From an optimization exercise on the open Yosys and OpenROAD flow, aimed at small area, a short achievable clock period and few clock cycles per item; shortcuts taken in it are not production practice. Only simulation tests tie the RTL to the original design; equivalence was not proved.

## flow/design.v (module list and top-level ports; edited modules follow where they fit)
// module tpu_rsqrt_iter_unit: 1543 lines
// module fa_cell: 4 lines
// module ha_cell: 4 lines
module tpu_rsqrt_iter_unit #(
  parameter int IN_WIDTH  = 16,
  parameter int IN_FRAC   = 8,
  parameter int OUT_WIDTH = 16,
  parameter int OUT_FRAC  = 11,
  parameter int LUT_BITS  = 6,
  parameter int MAX_ITERS = 3,
  parameter int TAG_WIDTH = 4
) (
  input  logic                           clk,
  input  logic                           rst_n,
  input  logic                           flush,
  input  logic                           in_valid,
  output logic                           in_ready,
  input  logic [IN_WIDTH-1:0]            in_data,
  input  logic                           in_op,
  input  logic [$clog2(MAX_ITERS+1)-1:0] in_iters,
  input  logic [TAG_WIDTH-1:0]           in_tag,
  output logic                           out_valid,
  input  logic                           out_ready,
  output logic [OUT_WIDTH-1:0]           out_data,
  output logic [TAG_WIDTH-1:0]           out_tag,
  output logic                           out_sat,
  output logic                           out_zero,
  output logic                           busy,
  output logic [31:0]                    ops_count,
  output logic [31:0]                    sat_count
);
  // ...
==> flow/run.sh <==
#!/bin/bash
# synth_recipe.tcl (not shown) runs the flow's synth.tcl, then flattens the netlist and writes it again
# the make line also repeats each setting of config.mk as NAME=value (left out here)
make -C /OpenROAD-flow-scripts/flow DESIGN_CONFIG=/design/flow/config.mk WORK_HOME=/design/flow/orfs CLKGATE_MAP_FILE= SYNTH_SCRIPT=/design/flow/synth_recipe.tcl finish
==> flow/config.mk <==
export PLATFORM = sky130hd
export DESIGN_NAME = tpu_rsqrt_iter_unit
export DESIGN_NICKNAME = tpu_rsqrt_iter_unit
export VERILOG_FILES = /design/flow/design.v
export SDC_FILE = /design/flow/constraint.sdc
export NUM_CORES = 4
export LEC_CHECK = 0
export CAP_MARGIN = 20
export CORE_MARGIN = 2
export CORE_UTILIZATION = 66
export CTS_BUF_LIST = sky130_fd_sc_hd__clkbuf_16
export CTS_CLUSTER_DIAMETER = 150
export CTS_CLUSTER_SIZE = 25
export SETUP_SLACK_MARGIN = 5
export SLEW_MARGIN = 20
export SYNTH_HIERARCHICAL = 1
==> flow/constraint.sdc <==
create_clock -name core_clock -period 11.0 [get_ports {clk}]
set_input_delay 2.2000 -clock core_clock [delete_from_list [all_inputs] [get_ports {clk}]]
set_output_delay 2.2000 -clock core_clock [all_outputs]
set_load 0.01 [all_outputs]
==> key figures, run 1 <==
Run status
  • Run status: no timing/DRC/antenna violations

Drt
  • WL met2: 86.28 mm
  • Top layer in use: met5
  • Vias per cell: 6.392

Global routing
  • GRT Overall Usage: 33.44%
  • Met1 global-route usage: 46.06%
  • Initial antenna violation count: 2
  • Layer with the highest usage: met2

Worst setup path
  • Max incr delay on CP: 0.56 ns
  • Reg2Reg Depth: 22
  • R2r startpoint: m_q[9][6]
  • Crit Path Max Fanout: 22
  • CP Cell Sequence: dlygate4sd2_1, nor2_1, nand2_1, a21oi_1, clkdlybuf4s50_1

Cells and area
  • Reg area: 0.01359 mm2
  • Clk tree area frac: between 1 and 1.5%
  • Buffer share of cell area: around 2.8%
  • Final instance area: 0.07188 mm2

Synthesis
  • Syn_area_per_cell: 9.757 um2
  • Xor/xnor share of the synthesized area: between 9 and 10%
  • Seq/Total Area, Yosys: between 15 and 20%
  • Simple-Gate Fraction of Synth Area: 13.76%

Worst hold path
  • Worst hold path type: reg -> reg

Clock tree
  • Post-cts sizing count: 34
  • Htree depth: 1

Timing
  • Hold slack: 0.3130 ns
  • Setup ws final: roughly 5.2 ns
  • Minimum clock period: 5.840 ns
  • Setup TNS: 0 ns
  • Max-slew violations: 0

Floorplanning
  • Core area: between 0.1 and 0.15 mm2
  • Row cnt: 118

Placed design
  • Placed cell area: 0.07031 mm2
Testbench counts, summed over its fixed seeds: cycles 4,880, items 4,800.
==> run 2: changes to the inputs <==
--- a/flow/design.v
+++ b/flow/design.v
@@ -1229,16 +1229,17 @@
   end
   logic [18:0] p8;
   logic [2:0]  y3;
   logic [34:0] mr8;
   logic        dn_d, d1_d, d2_d;              
   logic        dn_q, d1_q, d2_q;
   logic [35:0] a_q;           
   logic [3:0]  sh_q;          
+  logic        z_q;           
   logic bp8_o0, bp8_t0, bp8_n0;
   assign bp8_o0 = m_q[8][0] ^ 1'b0;
   assign bp8_t0 = (m_q[8][1] & ~m_q[8][0] & ~1'b0) | (~m_q[8][1] & m_q[8][0] & 1'b0);
   assign bp8_n0 = m_q[8][1] & ~(m_q[8][0] & 1'b0);
   logic bp8_o1, bp8_t1, bp8_n1;
   assign bp8_o1 = m_q[8][2] ^ m_q[8][1];
   assign bp8_t1 = (m_q[8][3] & ~m_q[8][2] & ~m_q[8][1]) | (~m_q[8][3] & m_q[8][2] & m_q[8][1]);
   assign bp8_n1 = m_q[8][3] & ~(m_q[8][2] & m_q[8][1]);
@@ -1502,16 +1503,17 @@
         default: ;                                               
       endcase
     end
   end
   always_ff @(posedge clk) begin
     dn_q <= dn_d; d1_q <= d1_d; d2_q <= d2_d;
     a_q  <= op_q[8] ? {1'b0, mr8} : {1'b0, r_q7, 16'd0};
     sh_q <= op_q[8] ? (4'd3 + {1'b0, sp_q[8]}) : (4'd11 - {1'b0, sp_q[8]});
+    z_q  <= (m_q[8] == '0);
   end
   logic [16:0] q9;
   logic [35:0] b9, c9, w9;
   logic [19:0] hi9;
   logic [19:0] o9;
   logic        sat9, z9;
   logic [15:0] out_data_q;
   logic [3:0]  out_tag_q;
@@ -1520,17 +1522,17 @@
   assign b9  = dn_q ? ~{19'd0, q9} + 36'd1 :
                d1_q ? {19'd0, q9} :
                d2_q ? {18'd0, q9, 1'b0} : 36'd0;
   assign c9  = 36'd1 << (5'd15 + {1'b0, sh_q});
   assign w9  = a_q + b9 + c9;
   assign hi9 = w9[35:16];
   assign o9  = hi9 >> sh_q;
   assign sat9 = |o9[19:16];
-  assign z9   = (m_q[9] == '0);    
+  assign z9   = z_q;
   always_ff @(posedge clk) if (take) begin
     out_data_q <= z9 ? (op_q[9] ? 16'h0000 : 16'hFFFF) : (sat9 ? 16'hFFFF : o9[15:0]);
     out_tag_q  <= tag_q[9];
     out_sat_q  <= !z9 && sat9;
     out_zero_q <= z9;
   end
   assign out_valid = out_valid_q;
   assign busy      = out_valid_q || (|v_q);
==> flow/config.mk (replaced) <==
export PLATFORM = sky130hd
export DESIGN_NAME = tpu_rsqrt_iter_unit
export DESIGN_NICKNAME = tpu_rsqrt_iter_unit
export VERILOG_FILES = /design/flow/design.v
export SDC_FILE = /design/flow/constraint.sdc
export NUM_CORES = 4
export LEC_CHECK = 0
export CAP_MARGIN = 20
export CORE_MARGIN = 2
export CORE_UTILIZATION = 55
export CTS_BUF_LIST = sky130_fd_sc_hd__clkbuf_16
export CTS_CLUSTER_DIAMETER = 150
export CTS_CLUSTER_SIZE = 25
export SETUP_SLACK_MARGIN = 5
export SLEW_MARGIN = 20
export SYNTH_HIERARCHICAL = 1
==> run 2 against run 1 <==
  * Still clean on timing, DRC and antenna
  * Final area increased by 1.4%
  * Count of clock-buffer cells in the layout increased by 5
  * Area after synthesis about the same
  * Maximum frequency fell by 0.47%
  * Via count shrank 1.2%
  * Worst setup slack worse by 0.027 ns
  * Critical path type unchanged
  * Largest cell class unchanged
==> key figures, run 2 <==
Synthesis
  • Yosys cell types: 92 (was 102)
  • Post-synth top cells: fa_1 (896), xnor2_1 (605), and2_1 (573) (was fa_1 (896), xnor2_1 (599), and2_1 (575))
  • Async S/R FF share, synth: 13.22% (was 13.24%)
  • Synth top area share: 26.17% (was 26.18%)
  • Syn_area_per_cell: 9.739 um2 (was 9.757 um2)
  • Area contributors post-synth: fa_1 (26%), dfxtp_1 (16%), ha_1 (9.0%), xnor2_1 (7.7%), a22oi_1 (5.2%) (was fa_1 (26%), dfxtp_1 (16%), ha_1 (9.0%), xnor2_1 (7.7%), a22oi_1 (5.3%))
  • Synthesis-stage register bit count: 643 (was 642)
  • Area leader, netlist: fa_1 (unchanged)
  • Mapped cell area: 0.06853 mm2 (was 0.06852 mm2)
  • Top-count cell post-synth: fa_1 (unchanged)
  • Ys Warns: 12 (unchanged)
  • Post-synth top flop: dfxtp_1 (unchanged)
  • Gate count of the mapped netlist: 7037 (was 7023)
  • Seq/Total Area, Yosys: 19.73% (was 19.70%)
  • EDFF count, synth: 22 (unchanged)

Global routing
  • Largest net degree at the start of global routing: 83 (was 61)
  • Vias in the first global route: 52963 (was 53497)
  • Initial antenna violation count: 3 (was 2)
  • GRT Overall Usage: 29.80% (was 33.44%)
  • Global-route wire length before repair: 302.3 mm (was 289.7 mm)
  • Grt ovf: 0 (unchanged)

Worst setup path
  • R2R Setup Slk: 5.20 ns (about the same)
  • Startpoint types: input port (unchanged)
  • Reg2Reg Depth: 21 (was 22)
  • Crit. Startpoint: flush (unchanged)
  • Arrival time worst endpoint: 3.67 ns (was 3.64 ns)
  • R2R Path End: out_data_q[7] (was out_data_q[0])
  • Crit Path Max Fanout: 22 (unchanged)
  • CP Data Required Time: 8.80 ns (about the same)
  • Critical path endpoint category: output pin (unchanged)
  • R2r startpoint: m_q[9][11] (was m_q[9][6])
  • Worst Setup Path Type: in -> out (unchanged)

Placed design
  • IO Port Bufs: 116 (unchanged)
  • Dpl hpwl: 137.4 mm (was 128.8 mm)
  • Routability congestion estimate from global placement: 0.8755 (was 0.9287)

Job
  • MaxCap Viol Count: 0 (unchanged)

Drt
  • Via Count: 51679 (was 52327)
  • Detail Route Antenna Nets: 0 (unchanged)
  • Post-Route WL: 190.4 mm (was 179.6 mm)
  • Starting DRC count in detailed routing: 3742 (was 4471)
  • Vias per cell: 6.083 (was 6.392)
  • Drt wl/cell: 22.41 um (was 21.93 um)
  • First drt pass iteration count: 6 (was 7)
  • DRC: 0 (unchanged)

Clock tree
  • Worst skew pair latency: 0.65 ns (was 0.69 ns)
  • Post-CTS Hold Fix Bufs: 0 (unchanged)
  • Htree depth: 2 (was 1)
  • Clock Path Buffers: 3 (unchanged)
  • CTS Buf Count: 34 (was 30)
  • CTS clock-pin slew for the worst setup and hold paths: 0.09 ns (was 0.12 ns)
  • Clock sinks: 643 (was 642)
  • TritonCTS clock tree: yes (unchanged)
  • CTS root buf: clkbuf_16 (unchanged)

Cells and area
  • Largest register by flop count: m_q (unchanged)
  • Top flop regs: m_q (143), tag_q (36), a_q (35) (unchanged)
  • Max reg flops: 143 (unchanged)
  • Most common cell after layout, fill and taps aside: fa_1 (unchanged)
  • Antenna fix cells: 0 (unchanged)
  • Reg area: 0.01372 mm2 (was 0.01359 mm2)
  • Multi-input gate area in the final layout: 0.05311 mm2 (was 0.05297 mm2)
  • Share of cells above drive strength 1: 6.678% (was 5.525%)
  • Most frequent cells in the layout: fa_1 (896), xnor2_1 (603), and2_1 (573) (was fa_1 (896), xnor2_1 (598), and2_1 (575))
  • Layout Nets: 8261 (was 8214)
  • Area Overhead vs Synth: 6.374% (was 4.899%)
  • Filler Cell Count: 10948 (was 8103)

Timing
  • Unrepaired setup endpoints after global routing: true (unchanged)
  • Least-Margin Pin Slew: 1.049 ns (was 1.170 ns)
  • Setup TNS: 0 ns (unchanged)
  • Max Clk Rate: 170.4 MHz (was 171.2 MHz)
  • Minimum clock period: 5.868 ns (was 5.840 ns)
  • Crit share post-route: 53.34% (was 53.09%)
  • Max-slew violations: 0 (unchanged)
  • Final setup viols: 0 (unchanged)
  • Slew HR: 29.31% (was 21.56%)
  • Final Hold Fails: 0 (unchanged)
  • Final Skew: 0.03831 ns (was 0.03596 ns)

Floorplanning
  • Die Wd: 357.0 um (was 326.2 um)
  • Initial Utilization: 55.43% (was 66.40%)
  • Core area: 0.1236 mm2 (was 0.1032 mm2)
  • Height of the chip: 357.0 um (was 326.2 um)
  • Die Area: 0.1274 mm2 (was 0.1064 mm2)
  • Row cnt: 129 (was 118)
  • # IOs: 117 (unchanged)

Worst hold path
  • WHS Path Cells: 0 (unchanged)
  • Worst Hold Launch: it_q[7][0] (was m_q[4][12])
  • WHS Endpoint: it_q[8][0] (was m_q[5][12])
  • Worst hold path type: reg -> reg (unchanged)

Run status
  • Run status: no timing/DRC/antenna violations (unchanged)
[run 2: cell count changes after synthesis, moves of 12 or more]
| cell | change |
|---|---|
| a21o_1 | -35 |
| buf_2 | -15 |
| mux2i_1 | +32 |
| nand2b_1 | +12 |
| o21ai_0 | +21 |
[run 2: how the worst max path moves through the flow]
stage	endpoint	cells after the start
after detailed placement	y_q[7]	20
final	in_ready	5
after global placement	y_q[7]	20
after CTS	y_q[7]	19
after floorplan	out_data_q[7]	24
after global routing	y_q[7]	21
[run 2: per-stage QoR]
step	utilization, %	instance area (um2)	setup WS [ns]	std cells	hold slack, ns
after floorplan	-	68760	5.044	7094	0.3096
after global placement	57.21	70730	4.099	8406	0.3100
after detailed placement	57.21	70730	4.068	8406	0.3121
after CTS	58.36	72150	4.842	8467	0.3031
after global routing	58.96	72900	4.916	8495	0.3049
final	58.96	72900	5.132	8495	0.3109
[run 2: cell type report]
class / instances / area share (%)
Timing Repair Buffer: 251 / 3.089
Tap cell: 1637 / 2.810
Multi-Input combinational cell: 5727 / 72.86
Clock inverter: 16 / 0.2180
Inverter: 184 / 0.9852
Sequential cell: 643 / 18.82
Clock buffer: 35 / 1.201
Timing Repair inverter: 2 / 0.01716
[run 2: worst max-delay path, stage by stage]
cell and delay, ns:
dlygate4sd2_1 0.48, nor2_1 0.19, nand2_1 0.06, a21oi_1 0.17, clkdlybuf4s50_1 0.56
[run 2: logic make-up (layout without fill, tap and decap cells)]
| group | after synthesis | count (layout) | share of synthesized area, % |
|---|---|---|---|
| adder cells (fa/ha/maj) | 1390 | 1390 | 35.19 |
| buffers and inverters | 724 | 488 | 3.978 |
| multiplexers | 113 | 113 | 1.946 |
| other | 2 | 59 | 0.01096 |
| flip-flops | 643 | 643 | 19.73 |
| AO/OA/AOI/OAI | 1570 | 1570 | 15.40 |
| AND/OR/NAND/NOR | 1810 | 1810 | 13.70 |
| XOR/XNOR | 785 | 785 | 10.04 |
[run 2: repair_timing]
action,in CTS,in global routing
setup endpoints to repair,57,59
gates cloned,1,2
buffers inserted,9,26
resized for setup,111,148
pin swaps,8,22
[run 2: modules after synthesis (local to each module, per instance)]
module | area [um2] | times used | flops+latches | cells
fa_cell | 20.02 | 864 | 0 | 1
tpu_rsqrt_iter_unit | 49500 | 1 | 643 | 6034
ha_cell | 12.51 | 139 | 0 | 1
[run 2: per-layer routing]
metal  vias to the layer above  wire [um]  GRT usage (%)  share of wire, %
met5                         -         13              0            0.0068
met4                         2       5229          8.672               2.7
met3                       266      10880          3.679               5.7
met2                      1588      91560          50.11                48
met1                     26141      82730          40.44                43
li1                      23682          -              -                 -
Testbench counts of run 2, summed over its fixed seeds: cycles 4,880, items 4,800.
==> run 3: changes to the inputs <==
--- a/flow/config.mk
+++ b/flow/config.mk
@@ -5,6 +5,7 @@
 export SDC_FILE = /design/flow/constraint.sdc
 export NUM_CORES = 4
 export LEC_CHECK = 0
+export ABC_AREA = 1
 export CAP_MARGIN = 20
 export CORE_MARGIN = 2
 export CORE_UTILIZATION = 55
==> run 3 against run 2 <==
  * Die area increased by 4.5%
  * Count of clock-buffer cells in the layout shrank 1
  * Sequential share of layout area is 0.94 points lower
  * Critical path type unchanged
==> key figures, run 3 <==
Timing
  • Max-slew violations: 0 (unchanged)
  • Final Hold Fails: 0 (unchanged)
  • Setup TNS: 0 ns (unchanged)
  • Setup ws final: 5.128 ns (was 5.132 ns)
  • Crit share post-route: 53.38% (was 53.34%)
  • Final setup viols: 0 (unchanged)
  • Final Skew: 0.04704 ns (was 0.03831 ns)
  • Max Clk Rate: 170.3 MHz (was 170.4 MHz)
  • Slew HR: 28.11% (was 29.31%)
  • Least-Margin Pin Slew: 1.077 ns (was 1.049 ns)
  • Unrepaired setup endpoints after global routing: false (was true)
  • Minimum clock period: 5.872 ns (was 5.868 ns)

Clock tree
  • TritonCTS clock tree: yes (unchanged)
  • Htree depth: 2 (unchanged)
  • Post-CTS Hold Fix Bufs: 0 (unchanged)
  • Worst skew pair latency: 0.67 ns (was 0.65 ns)
  • CTS Buf Count: 34 (unchanged)
  • CTS clock-pin slew for the worst setup and hold paths: 0.11 ns (was 0.09 ns)
  • Clock sinks: 643 (unchanged)
  • CTS root buf: clkbuf_16 (unchanged)
  • Clock Path Buffers: 3 (unchanged)

Global routing
  • Grt ovf: 0 (unchanged)
  • Initial antenna violation count: 4 (was 3)
  • Vias in the first global route: 60738 (was 52963)
  • Largest net degree at the start of global routing: 63 (was 83)
  • Global-route wire length before repair: 331.8 mm (was 302.3 mm)
  • GRT Overall Usage: 31.18% (was 29.80%)

Worst setup path
  • Startpoint types: input port (unchanged)
  • Worst Setup Path Type: in -> out (unchanged)
  • CP Data Required Time: 8.80 ns (about the same)
  • Crit Path Max Fanout: 22 (unchanged)
  • Critical path endpoint category: output pin (unchanged)
  • Arrival time worst endpoint: 3.67 ns (about the same)

Drt
  • Post-Route WL: 207.4 mm (was 190.4 mm)
  • Via Count: 60021 (was 51679)
  • Detail Route Antenna Nets: 0 (unchanged)
  • Drt wl/cell: 19.81 um (was 22.41 um)
  • DRC: 0 (unchanged)
  • Vias per cell: 5.732 (was 6.083)
  • First drt pass iteration count: 6 (unchanged)
  • Starting DRC count in detailed routing: 4969 (was 3742)

Synthesis
  • EDFF count, synth: 22 (unchanged)
  • Post-synth top flop: dfxtp_1 (unchanged)
  • Mapped cell area: 0.07163 mm2 (was 0.06853 mm2)
  • Synthesis-stage register bit count: 643 (unchanged)
  • Area leader, netlist: fa_1 (unchanged)
  • Gate count of the mapped netlist: 8784 (was 7037)
  • Syn_area_per_cell: 8.155 um2 (was 9.739 um2)
  • Ys Warns: 12 (unchanged)
  • Synth top area share: 25.04% (was 26.17%)
  • Seq/Total Area, Yosys: 18.87% (was 19.73%)
  • Yosys cell types: 72 (was 92)
  • Async S/R FF share, synth: 13.22% (unchanged)
  • Top-count cell post-synth: nand2_1 (was fa_1)
  • Post-synth top cells: nand2_1 (1583), inv_1 (1223), fa_1 (896) (was fa_1 (896), xnor2_1 (605), and2_1 (573))
  • Area contributors post-synth: fa_1 (25%), dfxtp_1 (15%), ha_1 (8.6%), nand2_1 (8.3%), xor2_1 (7.9%) (was fa_1 (26%), dfxtp_1 (16%), ha_1 (9.0%), xnor2_1 (7.7%), a22oi_1 (5.2%))

Floorplanning
  • Height of the chip: 364.9 um (was 357.0 um)
  • Die Wd: 364.9 um (was 357.0 um)
  • Initial Utilization: 55.39% (was 55.43%)
  • # IOs: 117 (unchanged)
  • Row cnt: 132 (was 129)
  • Die Area: 0.1331 mm2 (was 0.1274 mm2)
  • Core area: 0.1293 mm2 (was 0.1236 mm2)

Cells and area
  • Most common cell after layout, fill and taps aside: nand2_1 (was fa_1)
  • Layout Nets: 10132 (was 8261)
  • Area Overhead vs Synth: 5.562% (was 6.374%)
  • Top flop regs: m_q (143), tag_q (36), a_q (35) (unchanged)
  • Share of cells above drive strength 1: 2.956% (was 6.678%)
  • Reg area: 0.01352 mm2 (was 0.01372 mm2)
  • Filler Cell Count: 12119 (was 10948)
  • Largest register by flop count: m_q (unchanged)
  • Multi-input gate area in the final layout: 0.05207 mm2 (was 0.05311 mm2)
  • Most frequent cells in the layout: nand2_1 (1578), inv_1 (1227), fa_1 (896) (was fa_1 (896), xnor2_1 (603), and2_1 (573))
  • Max reg flops: 143 (unchanged)

Placed design
  • Dpl hpwl: 160.2 mm (was 137.4 mm)
  • IO Port Bufs: 116 (unchanged)
  • Routability congestion estimate from global placement: 0.9632 (was 0.8755)
  • Worst slack, placed: 4.768 ns (was 4.068 ns)

Job
  • MaxCap Viol Count: 0 (unchanged)

Run status
  • Run status: no timing/DRC/antenna violations (unchanged)

Worst hold path
  • Worst hold path type: reg -> reg (unchanged)
-- run 3: cell count changes after synthesis, moves of 470 or more --
cell     previous run  this run
o22ai_1             7       591
nand2_1           430      1583
and2_1            573         4
a22oi_1           479         7
inv_1             173      1223
xor2_1            179       649
-- run 3: stage by stage --
step / hold WS (ns) / cells / utilization [%] / cell area, um2
after floorplan: 0.3096 / 8841 / - / 71840
after global placement: 0.3099 / 10414 / 57.58 / 74470
after detailed placement: 0.3121 / 10414 / 57.58 / 74470
after CTS: 0.2848 / 10464 / 58.38 / 75500
after global routing: 0.2986 / 10470 / 58.47 / 75610
final: 0.2976 / 10471 / 58.47 / 75610
-- run 3: worst paths after layout --
kind	from	endpoint	slack (ns)	cells past startpoint
setup / recovery	flush	in_ready	5.13	5
hold / removal	m_q[6][0]	m_q[7][0]	0.30	0
setup reg to reg	be1_qo[3]	bt_q[6]	5.31	19
hold reg to reg	m_q[6][0]	m_q[7][0]	0.30	0
max in group asynchronous	rst_n	sat_count_q[23]	8.41	2
min in group asynchronous	rst_n	ops_count_q[25]	1.45	1
-- run 3: cell type report --
| cell class | count | share of cell area (%) |
|---|---|---|
| Tap cell | 1742 | 2.883 |
| Multi-Input combinational cell | 6518 | 68.87 |
| Clock inverter | 16 | 0.2366 |
| Clock buffer | 34 | 1.125 |
| Timing Repair Buffer | 210 | 2.464 |
| Inverter | 1306 | 6.535 |
| Antenna cell | 1 | 0.003309 |
| Timing Repair inverter | 1 | 0.006619 |
| Sequential cell | 643 | 17.88 |
-- run 3: kinds of logic (layout without fill, tap and decap cells) --
family / Yosys count / after routing / share of synthesized area (%)
AO/OA/AOI/OAI: 1638 / 1638 / 13.39
XOR/XNOR: 816 / 816 / 9.977
adder cells (fa/ha/maj): 1390 / 1390 / 33.67
buffers and inverters: 1680 / 1567 / 8.870
flip-flops: 643 / 643 / 18.87
multiplexers: 1 / 1 / 0.01397
other: 2 / 60 / 0.01048
AND/OR/NAND/NOR: 2614 / 2614 / 15.20
-- run 3: repair_timing --
item,CTS,global route
setup buffers,0,5
cloned,0,1
setup endpoints to repair,3,33
resized for setup,2,22
pin swaps,0,1
-- run 3: critical path, stage by stage --
cell	delay, ns
dlygate4sd2_1	0.47
nor2_1	0.20
nand2_1	0.06
a21oi_1	0.18
clkdlybuf4s50_1	0.57
-- run 3: routing by layer --
layer / global-route usage [%] / share of wire, % / vias to the layer above
met3: 4.030 / 6.5 / 388
li1: - / - / 28202
met4: 8.994 / 2.8 / 4
met1: 42.81 / 44 / 29255
met5: 0 / 0.013 / -
met2: 51.58 / 47 / 2172
-- run 3: modules after synthesis (local to each module, per instance) --
| module | times used | flip-flops and latches | cells |
|---|---|---|---|
| tpu_rsqrt_iter_unit | 1 | 643 | 7781 |
| ha_cell | 139 | 0 | 1 |
| fa_cell | 864 | 0 | 1 |

separate check: timing with driven ports:
How much do the figures lean on ideal ports? The routed layouts below were timed once more, with nothing changed but the port constraints.
Step 1: set_driving_cell puts a clkbuf_16 on clk and a buf_2 on each other input, an assumption about the parent block.
Step 2 times the ports against the registers' clock, not the clock port: input delays grow and output delays shrink by t, the midpoint of the rising clock arrivals with the driver on.
a / b / c = ideal / step 1 / step 2; a / b = the first two.
| run | t (ns) | setup WS [ns] | worst register clock-pin slew, ns | worst slew at a driven data input, ns |
|---|---|---|---|---|
| run 1 | 0.750 | 5.160 / 5.143 / 5.143 | 0.12 / 0.12 | 0.07 |
| run 2 | 0.700 | 5.132 / 5.113 / 5.113 | 0.11 / 0.11 | 0.05 |
| run 3 | 0.716 | 5.128 / 5.106 / 5.106 | 0.11 / 0.11 | 0.07 |
After both steps setup and hold are still met in every run listed. The setup slack of run 3, which loses most, moves by -0.022 ns with the drivers and by -0.022 ns with both steps.
